From an optimization exercise on the open Yosys and OpenROAD flow, aimed at small area, a short achievable clock period and few clock cycles; shortcuts taken in it are not production practice. Function was checked by simulation only, so behaviour that the tests miss may differ from the original. Power is estimated from default activity; no workload was simulated.

==> design/flow/constraint.sdc <==
create_clock -name core_clock -period 6.0 [get_ports {clk}]
set_input_delay 1.2000 -clock core_clock [delete_from_list [all_inputs] [get_ports {clk}]]
set_output_delay 1.2000 -clock core_clock [all_outputs]
set_load 0.01 [all_outputs]
==> design/flow/run.sh <==
#!/bin/bash
# synth_recipe.tcl (not shown) runs the flow's synth.tcl, then flattens the netlist and writes it again
# the make line also repeats each setting of config.mk as NAME=value (left out here)
make -C /OpenROAD-flow-scripts/flow DESIGN_CONFIG=/design/flow/config.mk WORK_HOME=/design/flow/orfs CLKGATE_MAP_FILE= SYNTH_SCRIPT=/design/flow/synth_recipe.tcl finish
==> design/flow/design.v <==
package cpu_pkg;
    localparam logic [6:0] OPC_OP     = 7'b0110011;
    localparam logic [6:0] OPC_OP_IMM = 7'b0010011;
    localparam logic [6:0] OPC_LUI    = 7'b0110111;
    localparam logic [6:0] OPC_LOAD   = 7'b0000011;
    localparam logic [6:0] OPC_STORE  = 7'b0100011;
    localparam logic [6:0] OPC_BRANCH = 7'b1100011;
    localparam logic [6:0] OPC_JAL    = 7'b1101111;
    localparam logic [2:0] ALU_ADD    = 3'd0;
    localparam logic [2:0] ALU_SUB    = 3'd1;
    localparam logic [2:0] ALU_AND    = 3'd2;
    localparam logic [2:0] ALU_OR     = 3'd3;
    localparam logic [2:0] ALU_XOR    = 3'd4;
    localparam logic [2:0] ALU_SLT    = 3'd5;
    localparam logic [2:0] ALU_PASS_B = 3'd6;
    localparam logic WB_ALU = 1'b0;
    localparam logic WB_MEM = 1'b1;
    localparam logic [1:0] FWD_REG = 2'd0;
    localparam logic [1:0] FWD_MEM = 2'd1;
    localparam logic [1:0] FWD_WB  = 2'd2;
endpackage
module reg_file (
    input  logic                   clk,
    input  logic                   rst_n,
    input  logic [5-1:0] rs1,
    input  logic [5-1:0] rs2,
    output logic [32-1:0]   rs1_val,
    output logic [32-1:0]   rs2_val,
    input  logic                   wb_reg_we,
    input  logic [5-1:0] wb_rd,
    input  logic [32-1:0]   wb_data
);
    logic [32-1:0]      rf   [1:32-1];
    logic [32-1:1] valid;
    genvar g;
    generate
        for (g = 1; g < 32; g++) begin : g_reg
            logic [32-1:0] q;
            always_ff @(posedge clk) begin
                if (wb_reg_we && wb_rd == g) begin
                    q <= wb_data;
                end
            end
            always_ff @(posedge clk) begin
                if (!rst_n) begin
                    valid[g] <= 1'b0;
                end else if (wb_reg_we && wb_rd == g) begin
                    valid[g] <= 1'b1;
                end
            end
            assign rf[g] = q;
        end
    endgenerate
    logic [32-1:1] sel1;
    logic [32-1:1] sel2;
    logic [32-1:0]      r1;
    logic [32-1:0]      r2;
    always_comb begin
        r1 = '0;
        r2 = '0;
        for (int i = 1; i < 32; i++) begin
            sel1[i] = valid[i] && rs1 == i;
            sel2[i] = valid[i] && rs2 == i;
            r1 = r1 | (rf[i] & {32{sel1[i]}});
            r2 = r2 | (rf[i] & {32{sel2[i]}});
        end
    end
    assign rs1_val = (wb_reg_we && wb_rd == rs1) ? wb_data : r1;
    assign rs2_val = (wb_reg_we && wb_rd == rs2) ? wb_data : r2;
endmodule
module cpu_core (
    input  logic                   clk,
    input  logic                   rst_n,
    output logic [32-1:0]   imem_addr,
    input  logic [32-1:0]   imem_data,
    output logic [32-1:0]   dmem_addr,
    output logic [32-1:0]   dmem_wdata,
    output logic                   dmem_we,
    input  logic [32-1:0]   dmem_rdata,
    output logic                   debug_wb_ena,
    output logic [5-1:0] debug_wb_reg,
    output logic [32-1:0]   debug_wb_value,
    output logic [32-1:0]   debug_wb_pc
);
    logic [31:0] pc;
    logic        x_we;
    logic        x_load;
    logic        x_store;
    logic        x_br;
    logic        x_jal;
    logic        x_bne;
    logic        x_sub;     
    logic        x_add;
    logic        x_and;
    logic        x_or;
    logic        x_xor;
    logic        x_slt;
    logic [4:0]  x_rd;
    logic [31:0] x_a;
    logic [31:0] x_b;
    logic [31:0] x_s;       
    logic [31:0] x_pc;
    logic        m_we;
    logic        m_load;
    logic        m_store;
    logic [4:0]  m_rd;
    logic [31:0] m_res;
    logic [31:0] m_sd;
    logic [31:0] m_pc;
    logic        w_ena;
    logic [4:0]  w_rd;
    logic [31:0] w_val;
    logic [31:0] w_pc;
    logic [31:0] m_wdata;
    assign dmem_addr  = m_res;
    assign dmem_wdata = m_sd;
    assign dmem_we    = m_store;
    assign m_wdata    = m_load ? dmem_rdata : m_res;
    logic [31:0] ins;
    logic [6:0]  opc;
    logic [2:0]  f3;
    logic [4:0]  rs1;
    logic [4:0]  rs2;
    logic [4:0]  rd;
    logic        is_op;
    logic        is_addi;
    logic        is_lui;
    logic        is_lw;
    logic        is_sw;
    logic        is_br;
    logic        is_jal;
    logic        uses_rs1;
    logic        uses_rs2;
    logic        c_we;
    logic        stall;
    logic [31:0] imm_i;
    logic [31:0] imm_s;
    logic [31:0] imm_u;
    logic [31:0] rs1_val;
    logic [31:0] rs2_val;
    logic [31:0] d_a;
    logic [31:0] d_b;
    logic [31:0] d_s;
    logic        fa;
    logic        fb;
    logic        fs;
    logic [31:0] res;
    assign ins = imem_data;
    assign opc = ins[6:0];
    assign f3  = ins[14:12];
    assign rs1 = ins[19:15];
    assign rs2 = ins[24:20];
    assign rd  = ins[11:7];
    assign is_op   = opc == cpu_pkg::OPC_OP &&
                     (f3 == 3'b000 || f3 == 3'b111 || f3 == 3'b110 ||
                      f3 == 3'b100 || f3 == 3'b010);
    assign is_addi = opc == cpu_pkg::OPC_OP_IMM && f3 == 3'b000;
    assign is_lui  = opc == cpu_pkg::OPC_LUI;
    assign is_lw   = opc == cpu_pkg::OPC_LOAD && f3 == 3'b010;
    assign is_sw   = opc == cpu_pkg::OPC_STORE && f3 == 3'b010;
    assign is_br   = opc == cpu_pkg::OPC_BRANCH && f3[2:1] == 2'b00;
    assign is_jal  = opc == cpu_pkg::OPC_JAL;
    assign uses_rs1 = is_op || is_addi || is_lw || is_sw || is_br;
    assign uses_rs2 = is_op || is_sw || is_br;
    assign c_we     = (is_op || is_addi || is_lui || is_lw || is_jal) && rd != 5'd0;
    assign imm_i = {{20{ins[31]}}, ins[31:20]};
    assign imm_s = {{20{ins[31]}}, ins[31:25], ins[11:7]};
    assign imm_u = {ins[31:12], 12'b0};
    reg_file reg_file_inst (
        .clk       (clk),
        .rst_n     (rst_n),
        .rs1       (rs1),
        .rs2       (rs2),
        .rs1_val   (rs1_val),
        .rs2_val   (rs2_val),
        .wb_reg_we (m_we),
        .wb_rd     (m_rd),
        .wb_data   (m_wdata)
    );
    assign stall = x_load && x_we &&
                   ((uses_rs1 && rs1 == x_rd) || (uses_rs2 && rs2 == x_rd));
    assign fa = uses_rs1 && x_we && rs1 == x_rd;
    assign fb = (is_op || is_br) && x_we && rs2 == x_rd;
    assign fs = is_sw && x_we && rs2 == x_rd;
    always_comb begin
        d_a = rs1_val;
        if (is_jal)      d_a = pc;
        else if (is_lui) d_a = '0;
        d_b = rs2_val;
        if (is_jal)                d_b = 32'd4;
        else if (is_addi || is_lw) d_b = imm_i;
        else if (is_sw)            d_b = imm_s;
        else if (is_lui)           d_b = imm_u;
        d_s = rs2_val;
        if (is_jal)     d_s = {{11{ins[31]}}, ins[31], ins[19:12], ins[20], ins[30:21], 1'b0};
        else if (is_br) d_s = {{19{ins[31]}}, ins[31], ins[7], ins[30:25], ins[11:8], 1'b0};
        if (fa) d_a = res;
        if (fb) d_b = res;
        if (fs) d_s = res;
    end
    logic [31:0] bx;
    logic [31:0] sum;
    logic        lt;
    logic [31:0] lg;
    logic        eq;
    logic        x_redir;
    logic [31:0] target;
    assign bx = x_b ^ {32{x_sub}};
    assign sum = x_a + bx + {31'b0, x_sub};
    assign lt  = (x_a[31] ^ x_b[31]) ? x_a[31] : sum[31];
    assign lg  = ((x_a & x_b) & {32{x_and}}) | ((x_a | x_b) & {32{x_or}}) |
                 ((x_a ^ x_b) & {32{x_xor}});
    assign res = (sum & {32{x_add}}) | lg | {31'b0, lt & x_slt};
    assign eq = (x_a == x_b);
    assign x_redir = x_jal || (x_br && (eq ^ x_bne));
    assign target  = x_pc + x_s;
    always_ff @(posedge clk) begin
        if (!rst_n) begin
            pc <= 32'h0000_0000;
        end else if (x_redir) begin
            pc <= target;
        end else if (!stall) begin
            pc <= pc + 32'd4;
        end
    end
    always_ff @(posedge clk) begin
        if (!rst_n || stall || x_redir) begin
            x_we    <= 1'b0;
            x_load  <= 1'b0;
            x_store <= 1'b0;
            x_br    <= 1'b0;
            x_jal   <= 1'b0;
        end else begin
            x_we    <= c_we;
            x_load  <= is_lw;
            x_store <= is_sw;
            x_br    <= is_br;
            x_jal   <= is_jal;
        end
    end
    always_ff @(posedge clk) begin
        x_bne <= f3[0];
        x_sub <= is_op && ((f3 == 3'b000 && ins[30]) || f3 == 3'b010);
        x_slt <= is_op && f3 == 3'b010;
        x_add <= !(is_op && f3 != 3'b000);
        x_and <= is_op && f3 == 3'b111;
        x_or  <= is_op && f3 == 3'b110;
        x_xor <= is_op && f3 == 3'b100;
        x_rd  <= rd;
        x_a   <= d_a;
        x_b   <= d_b;
        x_s   <= d_s;
        x_pc  <= pc;
    end
    always_ff @(posedge clk) begin
        if (!rst_n) begin
            m_we    <= 1'b0;
            m_load  <= 1'b0;
            m_store <= 1'b0;
        end else begin
            m_we    <= x_we;
            m_load  <= x_load;
            m_store <= x_store;
        end
    end
    always_ff @(posedge clk) begin
        m_rd  <= x_rd;
        m_res <= res;
        m_sd  <= x_s;
        m_pc  <= x_pc;
    end
    always_ff @(posedge clk) begin
        if (!rst_n) begin
            w_ena <= 1'b0;
        end else begin
            w_ena <= m_we;
        end
    end
    always_ff @(posedge clk) begin
        w_rd  <= m_rd;
        w_val <= m_wdata;
        w_pc  <= m_pc;
    end
    assign imem_addr      = pc;
    assign debug_wb_ena   = w_ena;
    assign debug_wb_reg   = w_rd;
    assign debug_wb_value = w_val;
    assign debug_wb_pc    = w_pc;
endmodule
==> design/flow/config.mk <==
export PLATFORM = sky130hd
export DESIGN_NAME = cpu_core
export DESIGN_NICKNAME = cpu_core
export VERILOG_FILES = /design/flow/design.v
export SDC_FILE = /design/flow/constraint.sdc
export NUM_CORES = 4
export LEC_CHECK = 0
export CAP_MARGIN = 20
export CORE_MARGIN = 2
export CORE_UTILIZATION = 40
export SETUP_SLACK_MARGIN = 2.6
export SLEW_MARGIN = 20
==> results of run 1 <==
## Yosys cell counts (33+ instances only)
cell type / n / area share, %
buf_1: 33 / 0.21
and2_1: 41 / 0.43
dfxtp_1: 382 / 13
nand3_1: 312 / 2.6
xnor2_1: 56 / 0.82
ha_1: 126 / 2.6
a221oi_1: 80 / 1.2
o21ai_0: 117 / 0.98
a222oi_1: 64 / 1.1
nand2_1: 233 / 1.5
a22o_1: 82 / 1.2
clkbuf_1: 235 / 1.5
nand4_1: 141 / 1.5
mux2_2: 41 / 0.77
a21oi_1: 138 / 1.2
nor4_1: 71 / 0.74
and3_1: 86 / 0.90
a31oi_1: 44 / 0.46
edfxtp_1: 992 / 50
a211oi_1: 56 / 0.70
buf_2: 92 / 0.77
nor2_1: 221 / 1.4
inv_1: 113 / 0.71
xor2_1: 75 / 1.1
a22oi_1: 664 / 8.3
nor3_1: 37 / 0.31
## worst paths after layout
path | to | from | slack [ps]
max | x_s[4]$_DFF_P_ | imem_data[24] | 2420
min | w_pc[18]$_DFF_P_ | m_pc[18]$_DFF_P_ | 330
max reg2reg | reg_file_inst.g_reg[25].q[26]$_DFFE_PP_ | m_we$_SDFF_PN0_ | 2470
min reg2reg | w_pc[18]$_DFF_P_ | m_pc[18]$_DFF_P_ | 330
## worst max-delay path: stages
cell             delay [ps]
clkdlybuf4s18_2         310
buf_12                  210
and3b_2                 330
and2_2                  280
buf_12                  170
a22oi_1                 220
nand4_1                 160
nor4_2                  420
a31o_2                  390
o211ai_1                160
o211ai_1                130
o21ai_0                 140
## layout make-up
class	count	share of cell area, %
antenna	45	0.151
clock buffer	185	5.49
clock inverter	92	1.62
inverter	114	0.577
multi-input combinational	3012	29.5
sequential	1374	50.3
tap	1930	3.25
timing repair buffer	704	9.10
## sequential cells by signal (all words and copies together), names as in the netlist, 31 cells and up
name	cells
x_s	32
x_b	32
w_pc	32
reg_file_inst.valid	31
pc	32
m_pc	32
x_a	32
m_res	32
w_val	32
x_pc	32
m_sd	32
reg_file_inst.g.q	992
## power by group
part           switching (uW)  internal (uW)  leakage (uW)  total (uW)
registers                32.1          10100        0.0123       10100
clock network            4200           5810       0.00254       10000
logic                     212            115        0.0121         327
## per-layer routing
layer  share of wire [%]  up-vias  track usage [%]
met4                  11       34             32.8
li1                    -    20300                -
met5                0.20        -             2.52
met3                  18     2233             23.3
met1                  32    26700             47.9
met2                  39     6560             56.8
## timing repair
item,in CTS,in global routing
setup buffers,133,79
endpoints found under the setup margin,188,217
resized for setup,232,125
endpoints found under the hold margin,0,0
cloned,14,2
pin swaps,54,71
## stage by stage
stage               std cells  setup slack, ps
floorplan                4861             2600
global placement         6895             75.9
detailed placement       6905             54.2
CTS                      7329             2470
global route             7413             2500
finish                   7456             2420
## cell families after synthesis
logic type                 after synthesis
muxes                                   51
buffers and inverters                  489
DFF                                   1374
adders and majority gates              128
AOI/OAI and AO/OA                     1430
and+or+nand+nor                       1258
xor gates and xnor gates               131
==> impl_metrics.csv, run 1 <==
group,metric,value,unit
die,core.rowCount,141,
pwr,ir_worst_vdd,0.302,mV
setup_path,critPathMaxFanout,26,
pwr,leakage,0.0269,uW
layout,area_of_combinational_cells_with_multiple_inputs,0.0219,mm^2
setup_path,critical_setup_path_class,"input pin to flop",
sta,whs,326,ps
synthesis,synth.cell_area,0.0598,mm^2
synthesis,synth_top_family_by_area,"compound AO/OA/AOI/OAI gates",
outcome,run_status,"timing/DRC/antenna clean",
synthesis,ys_seq_area_share,62.6,%
global_routing,wire_length_of_the_first_global_routing_pass,432000,um
synthesis,synthAdderAreaFrac,2.70,%
global_routing,track_usage,41.8,%
clock_tree,clock_latency_at_the_later_pin_of_the_worst_skew_pair,860,ps
synthesis,ys_types,85,
layout,drive_above_1_share,19.4,%
die,start_util,40.4,%
layout,fillerInstances,12800,
setup_path,worst_r2r_path_depth,3,
clock_tree,htree_levels,4,
synthesis,yosys_warning_count,3,
setup_path,critical_path.startpoint_type,"input pin",
synthesis,synth_edf_count,992,
layout,finish.utilization,50.2,%
clock_tree,clk_pin_slew,60,ps
route,detailedRoute.firstPassIterationCount,14,
pwr,design_power_total,20400,uW
clock_tree,cts_tree,"yes",
worst_hold_path,min-delay-path-class,"flop to flop",
layout,areaGrowthSynthToFinish,24.4,%
sta,report.final.setup_viol,0,
setup_path,required,6690,ps
run,maxCapViolations,0,
route,drt-total-wl,331000,um
worst_hold_path,worst_hold_path.num_cells,0,
synthesis,synth_cells,4861,
die,chip_width,391,um
sta,achievable-frequency,0.279,GHz
synthesis,postSynthRegisterBits,1374,
clock_tree,cts_root_buffer,"clkbuf_16",
die,floorplan.die.height,391,um
route,post_drt_wl_per_cell,44.4,um
sta,tightestPinTransition,1290,ps
layout,register_area,0.0375,mm^2
layout,most-common-layout-cells,"edfxtp_1 (992), a22oi_1 (664), buf_4 (390), dfxtp_1 (366), nand3_1 (309)",
global_routing,pin_count_of_the_biggest_net_entering_global_routing,45,
global_routing,grt_antenna_before_repair,41,
pwr,power.density,275,mW/mm^2
clock_tree,clock_sinks,1374,
sta,rsz0062_at_grt,"yes",
route,drt.antenna.violating_nets,0,
sta,slew_limit_headroom,13.9,%
layout,design.final.nets,5550,
clock_tree,cts_inserted_buffers,150,
placement,placedInstanceArea,0.0657,mm^2
layout,layout_commonest_cell,"edfxtp_1",
sta,fin_tns_setup,0,ps
die,num_io_pins,233,
clock_tree,cts_hold_buffers,0,
die,fp.coreArea,0.148,mm^2
route,remaining_drc_errors,0,
setup_path,worst_setup_path_end_kind,"flop",
global_routing,first_global_vias,50100,
sta,slew_violations,0,
die,floorplan.die_area,0.153,mm^2
synthesis,post_synth.cell_area_avg,12.3,um^2
placement,place.gp.congestion,1.04,
route,via_per_inst,7.49,
route,dr_total_vias,55900,
synthesis,yosys.area_share.simple,10.9,%
synthesis,synthesis.nets,5055,
synthesis,most_used_flip_flop_cell_after_synthesis,"edfxtp_1",
synthesis,synthXorXnorAreaFrac,1.92,%
setup_path,timing.critical_path.arrival,4270,ps
clock_tree,clk_path_buf_depth,3,
sta,final.period_utilization,59.7,%
layout,post-route-cell-area,0.0744,mm^2
route,detail_route.iter0.violations,13200,
sta,finalHoldViolCount,0,
synthesis,area_fraction_in_compound_gates_after_synthesis,17.5,%
sta,clock-skew-final,67.9,ps
global_routing,grt_overflow_total,0,
sta,post_layout_minimum_cycle_time,3580,ps
synthesis,synthMuxAreaShare,0.939,%
placement,port_buffers,232,
placement,detailedPlacementHpwl,197000,um
synthesis,postSynth.asyncResetShare,0,%
Testbench counts, summed over its fixed seeds: cycles 108,196.
==> inputs of run 2 (changes only) <==
--- a/design/flow/design.v
+++ b/design/flow/design.v
@@ -28,6 +28,7 @@
     output logic [32-1:0]   rs2_val,
     input  logic                   wb_reg_we,
     input  logic [5-1:0] wb_rd,
+    input  logic [32-1:1] wb_wen,     
     input  logic [32-1:0]   wb_data
 );
     logic [32-1:0]      rf   [1:32-1];
@@ -37,14 +38,14 @@
         for (g = 1; g < 32; g++) begin : g_reg
             logic [32-1:0] q;
             always_ff @(posedge clk) begin
-                if (wb_reg_we && wb_rd == g) begin
+                if (wb_wen[g]) begin
                     q <= wb_data;
                 end
             end
             always_ff @(posedge clk) begin
                 if (!rst_n) begin
                     valid[g] <= 1'b0;
-                end else if (wb_reg_we && wb_rd == g) begin
+                end else if (wb_wen[g]) begin
                     valid[g] <= 1'b1;
                 end
             end
@@ -65,8 +66,8 @@
             r2 = r2 | (rf[i] & {32{sel2[i]}});
         end
     end
-    assign rs1_val = (wb_reg_we && wb_rd == rs1) ? wb_data : r1;
-    assign rs2_val = (wb_reg_we && wb_rd == rs2) ? wb_data : r2;
+    assign rs1_val = r1;
+    assign rs2_val = r2;
 endmodule
 module cpu_core (
     input  logic                   clk,
@@ -89,6 +90,8 @@
     logic        x_br;
     logic        x_jal;
     logic        x_bne;
+    logic        x_pred;
+    logic        x_cross;   
     logic        x_sub;     
     logic        x_add;
     logic        x_and;
@@ -97,13 +100,14 @@
     logic        x_slt;
     logic [4:0]  x_rd;
     logic [31:0] x_a;
-    logic [31:0] x_b;
+    logic [31:0] x_b;       
     logic [31:0] x_s;       
     logic [31:0] x_pc;
     logic        m_we;
     logic        m_load;
     logic        m_store;
     logic [4:0]  m_rd;
+    logic [31:1] m_wen;     
     logic [31:0] m_res;
     logic [31:0] m_sd;
     logic [31:0] m_pc;
@@ -136,14 +140,30 @@
     logic [31:0] imm_i;
     logic [31:0] imm_s;
     logic [31:0] imm_u;
+    logic [31:0] rf1;
+    logic [31:0] rf2;
     logic [31:0] rs1_val;
     logic [31:0] rs2_val;
+    logic        b1l;
+    logic        b1a;
+    logic        b2l;
+    logic        b2a;
     logic [31:0] d_a;
     logic [31:0] d_b;
     logic [31:0] d_s;
+    logic [31:0] off;
+    logic        short_off;
+    logic        pred;
+    logic [9:0]  tlo;
+    logic        blk_cross;
+    logic [31:0] ftarget;
+    logic [31:0] pc4;
+    logic [31:0] pc_base;
+    logic        take_ft;
     logic        fa;
     logic        fb;
     logic        fs;
+    logic        c_sub;
     logic [31:0] res;
     assign ins = imem_data;
     assign opc = ins[6:0];
@@ -171,14 +191,22 @@
         .rst_n     (rst_n),
         .rs1       (rs1),
         .rs2       (rs2),
-        .rs1_val   (rs1_val),
-        .rs2_val   (rs2_val),
+        .rs1_val   (rf1),
+        .rs2_val   (rf2),
         .wb_reg_we (m_we),
         .wb_rd     (m_rd),
+        .wb_wen    (m_wen),
         .wb_data   (m_wdata)
     );
+    assign b1l = m_we &&  m_load && m_rd == rs1;
+    assign b1a = m_we && !m_load && m_rd == rs1;
+    assign b2l = m_we &&  m_load && m_rd == rs2;
+    assign b2a = m_we && !m_load && m_rd == rs2;
+    assign rs1_val = (dmem_rdata & {32{b1l}}) | (m_res & {32{b1a}}) | (rf1 & {32{!(b1l || b1a)}});
+    assign rs2_val = (dmem_rdata & {32{b2l}}) | (m_res & {32{b2a}}) | (rf2 & {32{!(b2l || b2a)}});
     assign stall = x_load && x_we &&
                    ((uses_rs1 && rs1 == x_rd) || (uses_rs2 && rs2 == x_rd));
+    assign c_sub = is_op && ((f3 == 3'b000 && ins[30]) || f3 == 3'b010);
     assign fa = uses_rs1 && x_we && rs1 == x_rd;
     assign fb = (is_op || is_br) && x_we && rs2 == x_rd;
     assign fs = is_sw && x_we && rs2 == x_rd;
@@ -192,12 +220,21 @@
         else if (is_sw)            d_b = imm_s;
         else if (is_lui)           d_b = imm_u;
         d_s = rs2_val;
-        if (is_jal)     d_s = {{11{ins[31]}}, ins[31], ins[19:12], ins[20], ins[30:21], 1'b0};
-        else if (is_br) d_s = {{19{ins[31]}}, ins[31], ins[7], ins[30:25], ins[11:8], 1'b0};
+        if (is_jal || is_br) d_s = off;
         if (fa) d_a = res;
         if (fb) d_b = res;
+        d_b = d_b ^ {32{c_sub}};
         if (fs) d_s = res;
     end
+    assign off = opc[2] ? {{11{ins[31]}}, ins[31], ins[19:12], ins[20], ins[30:21], 1'b0}
+                        : {{19{ins[31]}}, ins[31], ins[7], ins[30:25], ins[11:8], 1'b0};
+    assign short_off = opc[2] ? (ins[19:12] == {8{ins[31]}} && ins[20] == ins[31] &&
+                                 ins[30:29] == {2{ins[31]}})
+                              : (ins[7] == ins[31] && ins[30:29] == {2{ins[31]}});
+    assign pred    = short_off && (is_jal || (is_br && (f3[0] || ins[31])));
+    assign tlo     = {1'b0, pc[8:0]} + {1'b0, off[8:0]};
+    assign blk_cross   = tlo[9] != ins[31];
+    assign ftarget = {pc[31:9], tlo[8:0]};
     logic [31:0] bx;
     logic [31:0] sum;
     logic        lt;
@@ -205,23 +242,28 @@
     logic        eq;
     logic        x_redir;
     logic [31:0] target;
-    assign bx = x_b ^ {32{x_sub}};
+    logic        taken;
+    logic [31:0] tgt_t;
+    logic [31:0] tgt_n;
+    logic        path_ok;
+    assign bx = x_b;
     assign sum = x_a + bx + {31'b0, x_sub};
-    assign lt  = (x_a[31] ^ x_b[31]) ? x_a[31] : sum[31];
+    assign lt  = (x_a[31] == x_b[31]) ? x_a[31] : sum[31];
     assign lg  = ((x_a & x_b) & {32{x_and}}) | ((x_a | x_b) & {32{x_or}}) |
                  ((x_a ^ x_b) & {32{x_xor}});
     assign res = (sum & {32{x_add}}) | lg | {31'b0, lt & x_slt};
     assign eq = (x_a == x_b);
-    assign x_redir = x_jal || (x_br && (eq ^ x_bne));
-    assign target  = x_pc + x_s;
+    assign taken   = x_jal || (eq ^ x_bne);
+    assign path_ok = x_pred ? (taken && !x_cross) : !taken;
+    assign x_redir = (x_jal || x_br) && !path_ok;
+    assign tgt_t   = x_pc + x_s;
+    assign tgt_n   = x_pc + 32'd4;
+    assign target  = (tgt_t & {32{taken}}) | (tgt_n & {32{!taken}});
+    assign pc4     = pc + 32'd4;
+    assign pc_base = !rst_n ? 32'h0000_0000 : x_redir ? target : stall ? pc : pc4;
+    assign take_ft = rst_n && !x_redir && !stall && pred;
     always_ff @(posedge clk) begin
-        if (!rst_n) begin
-            pc <= 32'h0000_0000;
-        end else if (x_redir) begin
-            pc <= target;
-        end else if (!stall) begin
-            pc <= pc + 32'd4;
-        end
+        pc <= take_ft ? ftarget : pc_base;
     end
     always_ff @(posedge clk) begin
         if (!rst_n || stall || x_redir) begin
@@ -240,7 +282,9 @@
     end
     always_ff @(posedge clk) begin
         x_bne <= f3[0];
-        x_sub <= is_op && ((f3 == 3'b000 && ins[30]) || f3 == 3'b010);
+        x_pred <= pred;
+        x_cross <= blk_cross;
+        x_sub <= c_sub;
         x_slt <= is_op && f3 == 3'b010;
         x_add <= !(is_op && f3 != 3'b000);
         x_and <= is_op && f3 == 3'b111;
@@ -254,10 +298,12 @@
     end
     always_ff @(posedge clk) begin
         if (!rst_n) begin
+            m_wen   <= '0;
             m_we    <= 1'b0;
             m_load  <= 1'b0;
             m_store <= 1'b0;
         end else begin
+            m_wen   <= x_we ? 31'(32'd1 << x_rd >> 1) : '0;
             m_we    <= x_we;
             m_load  <= x_load;
             m_store <= x_store;
--- a/design/flow/config.mk
+++ b/design/flow/config.mk
@@ -7,6 +7,9 @@
 export LEC_CHECK = 0
 export CAP_MARGIN = 20
 export CORE_MARGIN = 2
-export CORE_UTILIZATION = 40
-export SETUP_SLACK_MARGIN = 2.6
+export CORE_UTILIZATION = 30
+export CTS_CLUSTER_DIAMETER = 100
+export CTS_CLUSTER_SIZE = 20
+export SETUP_SLACK_MARGIN = 2.8
 export SLEW_MARGIN = 20
+export TNS_END_PERCENT = 10
==> impl_metrics.csv, run 2 <==
group,metric,value,unit
clock_tree,cts_inserted_buffers,85,
worst_hold_path,min-delay-path-class,"flop to flop",
die,floorplan.die.height,454,um
placement,detailedPlacementHpwl,202000,um
route,detailedRoute.firstPassIterationCount,11,
global_routing,track_usage,30.4,%
die,floorplan.die_area,0.206,mm^2
synthesis,netlist.area_leader.share,50.6,%
layout,drive_above_1_share,17.1,%
worst_hold_path,worst_hold_path.num_cells,0,
setup_path,critical_path.reg2reg.startpoint,"m_load$_SDFF_PN0_",
worst_hold_path,holdPathEnd,"w_pc[14]$_DFF_P_",
clock_tree,clk_path_buf_depth,3,
setup_path,reg_to_reg_endpoint,"x_b[21]$_DFF_P_",
synthesis,synth_edf_count,1024,
placement,place.gp.congestion,1.03,
layout,register_area,0.0385,mm^2
layout,layout_commonest_cell,"edfxtp_1",
sta,post_layout_minimum_cycle_time,3670,ps
synthesis,postSynth.asyncResetShare,0,%
setup_path,worst_setup_path_end_kind,"flop",
clock_tree,cts_tree,"yes",
global_routing,grt_antenna_before_repair,30,
setup_path,worst_r2r_path_depth,8,
route,routed.top_layer,"met5",
synthesis,synth_cells,4902,
sta,report.final.setup_viol,0,
global_routing,pin_count_of_the_biggest_net_entering_global_routing,67,
route,post_drt_wl_per_cell,40.5,um
synthesis,most_used_flip_flop_cell_after_synthesis,"edfxtp_1",
outcome,run_status,"timing/DRC/antenna clean",
pwr,leakage,0.0250,uW
clock_tree,clock_latency_at_the_later_pin_of_the_worst_skew_pair,770,ps
sta,finalHoldViolCount,0,
setup_path,crit_path_start,"m_load$_SDFF_PN0_",
global_routing,wire_length_of_the_first_global_routing_pass,431000,um
sta,achievable-frequency,0.272,GHz
route,met2_wirelength,135000,um
layout,areaGrowthSynthToFinish,20.9,%
die,start_util,30.1,%
synthesis,post_synth.cell_area_avg,12.4,um^2
synthesis,synth.cell_area,0.0607,mm^2
setup_path,critical_path.startpoint_type,"flop",
setup_path,critPathMaxFanout,33,
synthesis,postSynthRegisterBits,1407,
layout,largest_reg_flops,992,
setup_path,required,6700,ps
setup_path,cp_top_family,"buffers and inverters",
placement,placedCellCount,7757,
setup_path,setup.reg_to_reg.worst_slack,2330,ps
global_routing,grt_overflow_total,0,
layout,area_of_combinational_cells_with_multiple_inputs,0.0218,mm^2
layout,finish.utilization,36.4,%
sta,slew_violations,0,
die,num_io_pins,233,
route,remaining_drc_errors,0,
setup_path,critical-path-slowest-cell,"dfxtp_2",
layout,layoutNonFillerInstCount,8095,
setup_path,timing.critical_path.arrival,4370,ps
synthesis,ys_seq_area_share,63.2,%
synthesis,yosys_warning_count,3,
synthesis,synthesis.nets,5078,
layout,fillerInstances,19300,
clock_tree,cts_root_buffer,"clkbuf_16",
setup_path,critical_path_max_stage_delay,900,ps
setup_path,worstPathBufferInverterCount,2,
sta,final.period_utilization,61.2,%
setup_path,critical-path-top-cell-by-count,"a21oi_1",
synthesis,synth_most_common_cell,"edfxtp_1",
sta,fin_tns_setup,0,ps
route,via_per_inst,6.66,
layout,reg_with_most_ffs,"reg_file_inst.g.q",
global_routing,first_global_vias,49400,
route,dr_total_vias,53900,
synthesis,ys_types,84,
run,maxCapViolations,0,
placement,port_buffers,232,
route,drt-total-wl,328000,um
die,chip_width,454,um
route,route.layer.met1.wl,111000,um
route,dr_wl_met3,50600,um
worst_hold_path,hp-start,"m_pc[14]$_DFF_P_",
clock_tree,htree_levels,3,
sta,slew_limit_headroom,14.1,%
sta,whs,311,ps
route,drt.antenna.violating_nets,0,
die,fp.coreArea,0.202,mm^2
sta,rsz0062_at_grt,"yes",
setup_path,critical_path.cell_chain,"buf_4, mux2i_1, inv_1, nor2_1, a21oi_1, o221a_2, a21oi_1, xnor2_1",
synthesis,largest_cells_by_area_after_synthesis,"edfxtp_1 (51%), dfxtp_1 (13%), a22oi_1 (9.1%)",
route,detail_route.iter0.violations,11900,
die,core.rowCount,165,
clock_tree,clock_sinks,1407,
layout,design.final.nets,5517,
synthesis,synth.cells.most_frequent,"edfxtp_1 (1,024), a22oi_1 (737), dfxtp_1 (383)",
synthesis,synth_top_cell_by_area,"edfxtp_1",
layout,most-common-layout-cells,"edfxtp_1 (1,024), a22oi_1 (737), buf_4 (429), dfxtp_1 (336), nand2_1 (321)",
pwr,power.density,233,mW/mm^2
sta,tightestPinTransition,1290,ps
pwr,ir_worst_vdd,0.228,mV
setup_path,critical_setup_path_class,"flop to flop",
clock_tree,clk_pin_slew,100,ps
sta,clock-skew-final,59.1,ps
-- run 2: cell count changes in the layout (fill, tap and decap cells not counted), moves of 29 or more --
cell and change:
a21oi_1 +30, a22oi_1 +73, buf_4 +39, clkbuf_16 -70, dfxtp_1 -30, edfxtp_1 +32
ha_1 -41, nand2_1 +89, nand3_1 -146, nand4_1 -70, nor3_1 +29, xnor2_1 +35
-- run 2: logic make-up after synthesis --
group	count (synthesis)	synth area share, %
compound gates	1566	19.2
flops	1407	63.2
simple gates	1116	9.04
buf+inv	499	3.13
xor+xnor	147	2.12
fa+ha+maj	110	2.32
mux	57	0.997
-- run 2: worst max path at each step --
stage / endpoint / slack [ps] / cells after the start
finish: x_b[21]$_DFF_P_ / 2330 / 8
global route: pc[31]$_SDFFCE_PN0P_ / 2340 / 11
CTS: pc[8]$_DFFE_PP_ / 2360 / 12
detailed placement: x_a[2]$_DFF_P_ / 230 / 11
global placement: x_a[27]$_DFF_P_ / -170 / 11
floorplan: pc[10]$_SDFFCE_PN0P_ / 2440 / 10
-- run 2: power by group --
group | switching [uW] | leakage (uW) | total, uW | internal (uW)
logic | 260 | 0.0123 | 411 | 150
registers | 35.7 | 0.0115 | 10400 | 10300
clock network | 3550 | 0.00123 | 6380 | 2830
-- run 2: area by class of cell --
cell class                 count  share of cell area, %
sequential                  1407                   52.4
multi-input combinational   3006                   29.7
timing repair buffer         719                   9.09
tap                         2672                   4.55
clock buffer                 137                   3.23
inverter                     120                  0.629
clock inverter                13                  0.269
antenna                       19                 0.0647
timing repair inverter         2                 0.0136
-- run 2: worst register-to-register path, cell delays in order (launching register included) --
cell,delay [ps]
dfxtp_2,900
buf_4,350
mux2i_1,660
inv_1,710
nor2_1,280
a21oi_1,120
o221a_2,290
a21oi_1,150
xnor2_1,140
-- run 2: layer usage --
layer	global-route usage, %	vias to the layer above
li1	-	20300
met4	23.0	22
met2	44.1	5747
met1	36.2	26100
met3	11.8	1746
met5	0.0700	-
-- run 2: per-stage QoR --
step	cell area, um^2	setup slack (ps)	total power (uW)
after floorplan	60800	2440	10700
after global placement	68000	-166	10900
after detailed placement	68100	233	10900
after CTS	72600	2360	17100
after global routing	73400	2340	17500
final	73400	2330	17100
-- run 2: repair_timing --
| action | CTS | global route |
|---|---|---|
| gates cloned | 6 | 7 |
| setup endpoints to repair | 204 | 232 |
| gates resized for setup | 246 | 105 |
| endpoints found under the hold margin | 0 | 0 |
| hold buffers | 0 | 0 |
| buffers inserted | 112 | 44 |
| pin swaps | 62 | 33 |
Testbench counts of run 2, summed over its fixed seeds: cycles 101,004.

## static timing again, ports no longer ideal
The flow's constraints put no driver on any port. The routed layouts listed below were extracted and timed again, unchanged, in two steps. Step 1 assumes that a clkbuf_16 drives the clock port and a buf_2 every other input. Step 2 also shifts input and output timing later by t, the mid clock arrival at the registers, as if the neighbouring blocks saw the same clock. Slacks: ideal / step 1 / step 2; pairs: ideal / step 1.
run | t (ns) | slack for setup (ns) | worst hold slack (ns)
run 1 | 0.913 | 2.419 / 2.412 / 1.499 | 0.326 / 0.326 / 0.326
run 2 | 0.827 | 2.326 / 2.326 / 1.544 | 0.311 / 0.311 / 0.311
After both steps setup and hold are still met in every run listed. The setup slack of run 1, which loses most, moves by -0.007 ns with the drivers and by -0.920 ns with both steps.
